Source: an optimization exercise on an open RTL-to-GDS flow (aim: small area and a short achievable clock period). Production flows keep margins and buffers that such runs may drop.
RTL that was checked went through simulation tests only; none was proved equivalent to the original.
No driver is modelled on the clock port, so clock power and skew are understated where the tree is cut down; a real chip needs a root buffer or a tree.
No activity file was given, so power comes from the tool's default toggle rates.

old:
Design generic_fifo, start of the top module:
module generic_fifo #(
    parameter int DEPTH      = 16,
    parameter int COUNT_SIZE = (DEPTH <= 1) ? 1 : $clog2(DEPTH)
) (
    input  logic                  aclk,
    input  logic                  resetn,
    input  logic                  push,
    input  logic                  pop,
    output logic [COUNT_SIZE-1:0] wr_ptr,
    output logic [COUNT_SIZE-1:0] rd_ptr,
    output logic                  full,
    output logic                  empty,
    input  utils_pkg::packet_t    data_in,
    output utils_pkg::packet_t    data_out
);
    localparam int W = $bits(data_in);
    logic [W-1:0]     mem     [DEPTH];
    logic [W-1:0]     mem_n   [DEPTH];     
    logic [W-1:0]     mem_nxt [DEPTH];
    logic [W-1:0]     din_n;
    logic [DEPTH:0]   vld;                 
    logic             do_push;
    logic             do_pop;
    assign vld[DEPTH] = 1'b0;
    assign full       = vld[DEPTH-1];
    assign empty      = !vld[0];
    assign do_push    = push && (!vld[DEPTH-1] || pop);
    assign do_pop     = pop && vld[0];
    assign data_out   = mem[0];
    fifo_ptr #(.DEPTH(DEPTH), .COUNT_SIZE(COUNT_SIZE)) u_wr_ptr (
        .aclk   (aclk),
        .resetn (resetn),
        .adv    (do_push),
        .ptr    (wr_ptr)
    );
    fifo_ptr #(.DEPTH(DEPTH), .COUNT_SIZE(COUNT_SIZE)) u_rd_ptr (
        .aclk   (aclk),
        .resetn (resetn),
        .adv    (do_pop),
        .ptr    (rd_ptr)
    );
    always_ff @(posedge aclk or negedge resetn) begin
        if (!resetn) begin
            vld[DEPTH-1:0] <= '0;
        end else if (do_push && !do_pop) begin
            vld[DEPTH-1:0] <= {vld[DEPTH-2:0], 1'b1};
        end else if (do_pop && !do_push) begin
            vld[DEPTH-1:0] <= {1'b0, vld[DEPTH-1:1]};
        end
    end
    localparam int NSPLIT = 4;
  ...
==> module generic_fifo, before the edit <==
module generic_fifo #(
    parameter int DEPTH      = 16,
    parameter int COUNT_SIZE = (DEPTH <= 1) ? 1 : $clog2(DEPTH)
) (
    input  logic                  aclk,
    input  logic                  resetn,
    input  logic                  push,
    input  logic                  pop,
    output logic [COUNT_SIZE-1:0] wr_ptr,
    output logic [COUNT_SIZE-1:0] rd_ptr,
    output logic                  full,
    output logic                  empty,
    input  utils_pkg::packet_t    data_in,
    output utils_pkg::packet_t    data_out
);
    localparam int W = $bits(data_in);
    logic [W-1:0]     mem     [DEPTH];
    logic [W-1:0]     mem_n   [DEPTH];     
    logic [W-1:0]     mem_nxt [DEPTH];
    logic [W-1:0]     din_n;
    logic [DEPTH:0]   vld;                 
    logic             do_push;
    logic             do_pop;
    assign vld[DEPTH] = 1'b0;
    assign full       = vld[DEPTH-1];
    assign empty      = !vld[0];
    assign do_push    = push && (!vld[DEPTH-1] || pop);
    assign do_pop     = pop && vld[0];
    assign data_out   = mem[0];
    fifo_ptr #(.DEPTH(DEPTH), .COUNT_SIZE(COUNT_SIZE)) u_wr_ptr (
        .aclk   (aclk),
        .resetn (resetn),
        .adv    (do_push),
        .ptr    (wr_ptr)
    );
    fifo_ptr #(.DEPTH(DEPTH), .COUNT_SIZE(COUNT_SIZE)) u_rd_ptr (
        .aclk   (aclk),
        .resetn (resetn),
        .adv    (do_pop),
        .ptr    (rd_ptr)
    );
    always_ff @(posedge aclk or negedge resetn) begin
        if (!resetn) begin
            vld[DEPTH-1:0] <= '0;
        end else if (do_push && !do_pop) begin
            vld[DEPTH-1:0] <= {vld[DEPTH-2:0], 1'b1};
        end else if (do_pop && !do_push) begin
            vld[DEPTH-1:0] <= {1'b0, vld[DEPTH-1:1]};
        end
    end
    localparam int NSPLIT = 4;
    localparam int SLICE  = (W + NSPLIT - 1) / NSPLIT;
    logic [NSPLIT-1:0] sel_hold  [DEPTH];
    logic [NSPLIT-1:0] sel_shift [DEPTH];
    logic [NSPLIT-1:0] sel_load  [DEPTH];
    for (genvar i = 0; i < DEPTH; i++) begin : g_ctl
        for (genvar k = 0; k < NSPLIT; k++) begin : g_copy
            if (i < DEPTH - 1) begin : g_mid
                fifo_rowctl u_ctl (
                    .pop       (pop),
                    .vld_here  (vld[i]),
                    .vld_above (vld[i+1]),
                    .vld_above_n (!vld[i+1]),
                    .hold      (sel_hold[i][k]),
                    .shift     (sel_shift[i][k]),
                    .load      (sel_load[i][k])
                );
            end else begin : g_top
                fifo_rowctl_top u_ctl (
                    .pop      (pop),
                    .vld_here (vld[i]),
                    .hold     (sel_hold[i][k])
                );
                assign sel_shift[i][k] = 1'b0;
                assign sel_load[i][k]  = !sel_hold[i][k];
            end
        end
    end
    assign din_n = ~data_in;
    for (genvar i = 0; i < DEPTH; i++) begin : g_row
        assign mem_n[i] = ~mem[i];
        for (genvar b = 0; b < W; b++) begin : g_bit
            if (i < DEPTH - 1) begin : g_mid
                fifo_sel3n u_sel (
                    .a_n   (mem_n[i][b]),
                    .a_sel (sel_hold[i][b / SLICE]),
                    .b_n   (mem_n[i+1][b]),
                    .b_sel (sel_shift[i][b / SLICE]),
                    .c_n   (din_n[b]),
                    .c_sel (sel_load[i][b / SLICE]),
                    .y     (mem_nxt[i][b])
                );
            end else begin : g_top
                fifo_sel2n u_sel (
                    .a_n   (mem_n[i][b]),
                    .a_sel (sel_hold[i][b / SLICE]),
                    .c_n   (din_n[b]),
                    .y     (mem_nxt[i][b])
                );
            end
        end
    end
    always_ff @(posedge aclk) begin
        for (int i = 0; i < DEPTH; i++)
            mem[i] <= mem_nxt[i];
    end
endmodule
==> flow/config.mk <==
export PLATFORM = sky130hd
export DESIGN_NAME = generic_fifo
export DESIGN_NICKNAME = generic_fifo
export VERILOG_FILES = /design/flow/design.v
export SDC_FILE = /design/flow/constraint.sdc
export NUM_CORES = 4
export LEC_CHECK = 0
export CAP_MARGIN = 20
export CORE_MARGIN = 2
export CORE_UTILIZATION = 40
export CTS_CLUSTER_DIAMETER = 100
export CTS_CLUSTER_SIZE = 30
export SETUP_SLACK_MARGIN = 3.7
export SLEW_MARGIN = 20
export SYNTH_HIERARCHICAL = 1
export SYNTH_MINIMUM_KEEP_SIZE = 0
==> flow/constraint.sdc <==
create_clock -name core_clock -period 6.0 [get_ports {aclk}]
set_input_delay 1.2000 -clock core_clock [delete_from_list [all_inputs] [get_ports {aclk}]]
set_output_delay 1.2000 -clock core_clock [all_outputs]
set_load 0.01 [all_outputs]
standard.sh (not shown) runs the stock make flow with config.mk's settings and CLKGATE_MAP_FILE= SYNTH_SCRIPT=/design/flow/synth_recipe.tcl, a recipe that flattens the netlist after the stock synthesis.
==> flow/flow/run.sh <==
#!/bin/bash
# Own flow: the standard layout, except that the clock tree is built by flow/mycts.tcl
# (two buffer levels, four roots on aclk) in place of TritonCTS, and the port buffers start as
# buf_1. Each step's output goes to a
# log file of its own in this folder; ORFS's per-stage logs stay under orfs/logs/.
set -euo pipefail
here=$(pwd)
export PRE_CTS_TCL="$here/flow/mycts.tcl"
# port buffers start at the smallest buffer; timing repair upsizes the ones on critical paths
export BUFFER_PORTS_ARGS="-inputs -outputs -buffer_cell sky130_fd_sc_hd__buf_1"
bash standard.sh synth > "$here/flow_synth.log" 2>&1
bash standard.sh floorplan > "$here/flow_floorplan.log" 2>&1
bash standard.sh place > "$here/flow_place.log" 2>&1
bash standard.sh cts > "$here/flow_cts.log" 2>&1
bash standard.sh finish > "$here/flow_finish.log" 2>&1
test -f out/final.def
Other scripts of this flow, unchanged in this note and not shown: flow/flow/mycts.tcl
The inputs of new differ from those of old as listed below.
--- a/flow/design.v
+++ b/flow/design.v
@@ -67,10 +67,23 @@
     input  logic vld_here,
     output logic hold
 );
     assign hold = !pop && vld_here;
 endmodule
+module fifo_flag (
+    input  logic aclk,
+    input  logic resetn,
+    input  logic d,
+    output logic q
+);
+    always_ff @(posedge aclk or negedge resetn) begin
+        if (!resetn)
+            q <= 1'b0;
+        else
+            q <= d;
+    end
+endmodule
 module generic_fifo #(
     parameter int DEPTH      = 16,
     parameter int COUNT_SIZE = (DEPTH <= 1) ? 1 : $clog2(DEPTH)
 ) (
     input  logic                  aclk,
@@ -88,15 +101,16 @@
     logic [W-1:0]     mem     [DEPTH];
     logic [W-1:0]     mem_n   [DEPTH];     
     logic [W-1:0]     mem_nxt [DEPTH];
     logic [W-1:0]     din_n;
     logic [DEPTH:0]   vld;                 
+    logic [DEPTH-1:0] vld_nxt;
+    logic             nonempty;
     logic             do_push;
     logic             do_pop;
     assign vld[DEPTH] = 1'b0;
-    assign full       = vld[DEPTH-1];
-    assign empty      = !vld[0];
+    assign empty      = !nonempty;
     assign do_push    = push && (!vld[DEPTH-1] || pop);
     assign do_pop     = pop && vld[0];
     assign data_out   = mem[0];
     fifo_ptr #(.DEPTH(DEPTH), .COUNT_SIZE(COUNT_SIZE)) u_wr_ptr (
         .aclk   (aclk),
@@ -108,19 +122,35 @@
         .aclk   (aclk),
         .resetn (resetn),
         .adv    (do_pop),
         .ptr    (rd_ptr)
     );
+    always_comb begin
+        vld_nxt = vld[DEPTH-1:0];
+        if (do_push && !do_pop)
+            vld_nxt = {vld[DEPTH-2:0], 1'b1};
+        else if (do_pop && !do_push)
+            vld_nxt = {1'b0, vld[DEPTH-1:1]};
+    end
     always_ff @(posedge aclk or negedge resetn) begin
-        if (!resetn) begin
+        if (!resetn)
             vld[DEPTH-1:0] <= '0;
-        end else if (do_push && !do_pop) begin
-            vld[DEPTH-1:0] <= {vld[DEPTH-2:0], 1'b1};
-        end else if (do_pop && !do_push) begin
-            vld[DEPTH-1:0] <= {1'b0, vld[DEPTH-1:1]};
-        end
-    end
+        else
+            vld[DEPTH-1:0] <= vld_nxt;
+    end
+    fifo_flag u_full (
+        .aclk   (aclk),
+        .resetn (resetn),
+        .d      (vld_nxt[DEPTH-1]),
+        .q      (full)
+    );
+    fifo_flag u_nonempty (
+        .aclk   (aclk),
+        .resetn (resetn),
+        .d      (vld_nxt[0]),
+        .q      (nonempty)
+    );
     localparam int NSPLIT = 4;
     localparam int SLICE  = (W + NSPLIT - 1) / NSPLIT;
     logic [NSPLIT-1:0] sel_hold  [DEPTH];
     logic [NSPLIT-1:0] sel_shift [DEPTH];
     logic [NSPLIT-1:0] sel_load  [DEPTH];
## What came out
Total length of routed met2 wires ended up about 17% higher on new than on old. new has fraction of met1 tracks used by global routing above what old had. Setup slack in new is larger than in old. new against old: critical path depth lost 1; average size of a mapped cell rose about 0.4%; number of nets produced by synthesis comparable; power share of the combinational group now sits higher; final-layout worst hold slack ~0 delta. new went all the way through the flow, and no timing, DRC or antenna check failed.
The RTL of old was laid out without a check of its function. In every run of this note, the design's own scripts or RTL, not TritonCTS, make the clock network.

-- what the ideal ports hide --
No port has a modelled driver above. Below, the same layouts with a new extraction and two added sets of constraints. Step 1, drivers: a clkbuf_16 drives aclk and a buf_2 each remaining input, both assumed. Step 2 also shifts input and output timing later by t, the mid clock arrival at the registers, as if the neighbouring blocks saw the same clock. Slacks: ideal / step 1 / step 2; pairs: ideal / step 1.
| run | t (ns) | slack for setup (ns) | latest minus earliest clock arrival (ns) |
|---|---|---|---|
| old | 0.605 | 3.629 / 3.483 / 3.289 | 0.016 / 0.015 |
| new | 0.607 | 3.695 / 3.548 / 3.238 | 0.023 / 0.023 |
After both steps setup and hold are still met in every run listed. For new, which loses most, drivers alone change the setup slack by -0.147 ns; drivers and shift together by -0.457 ns.
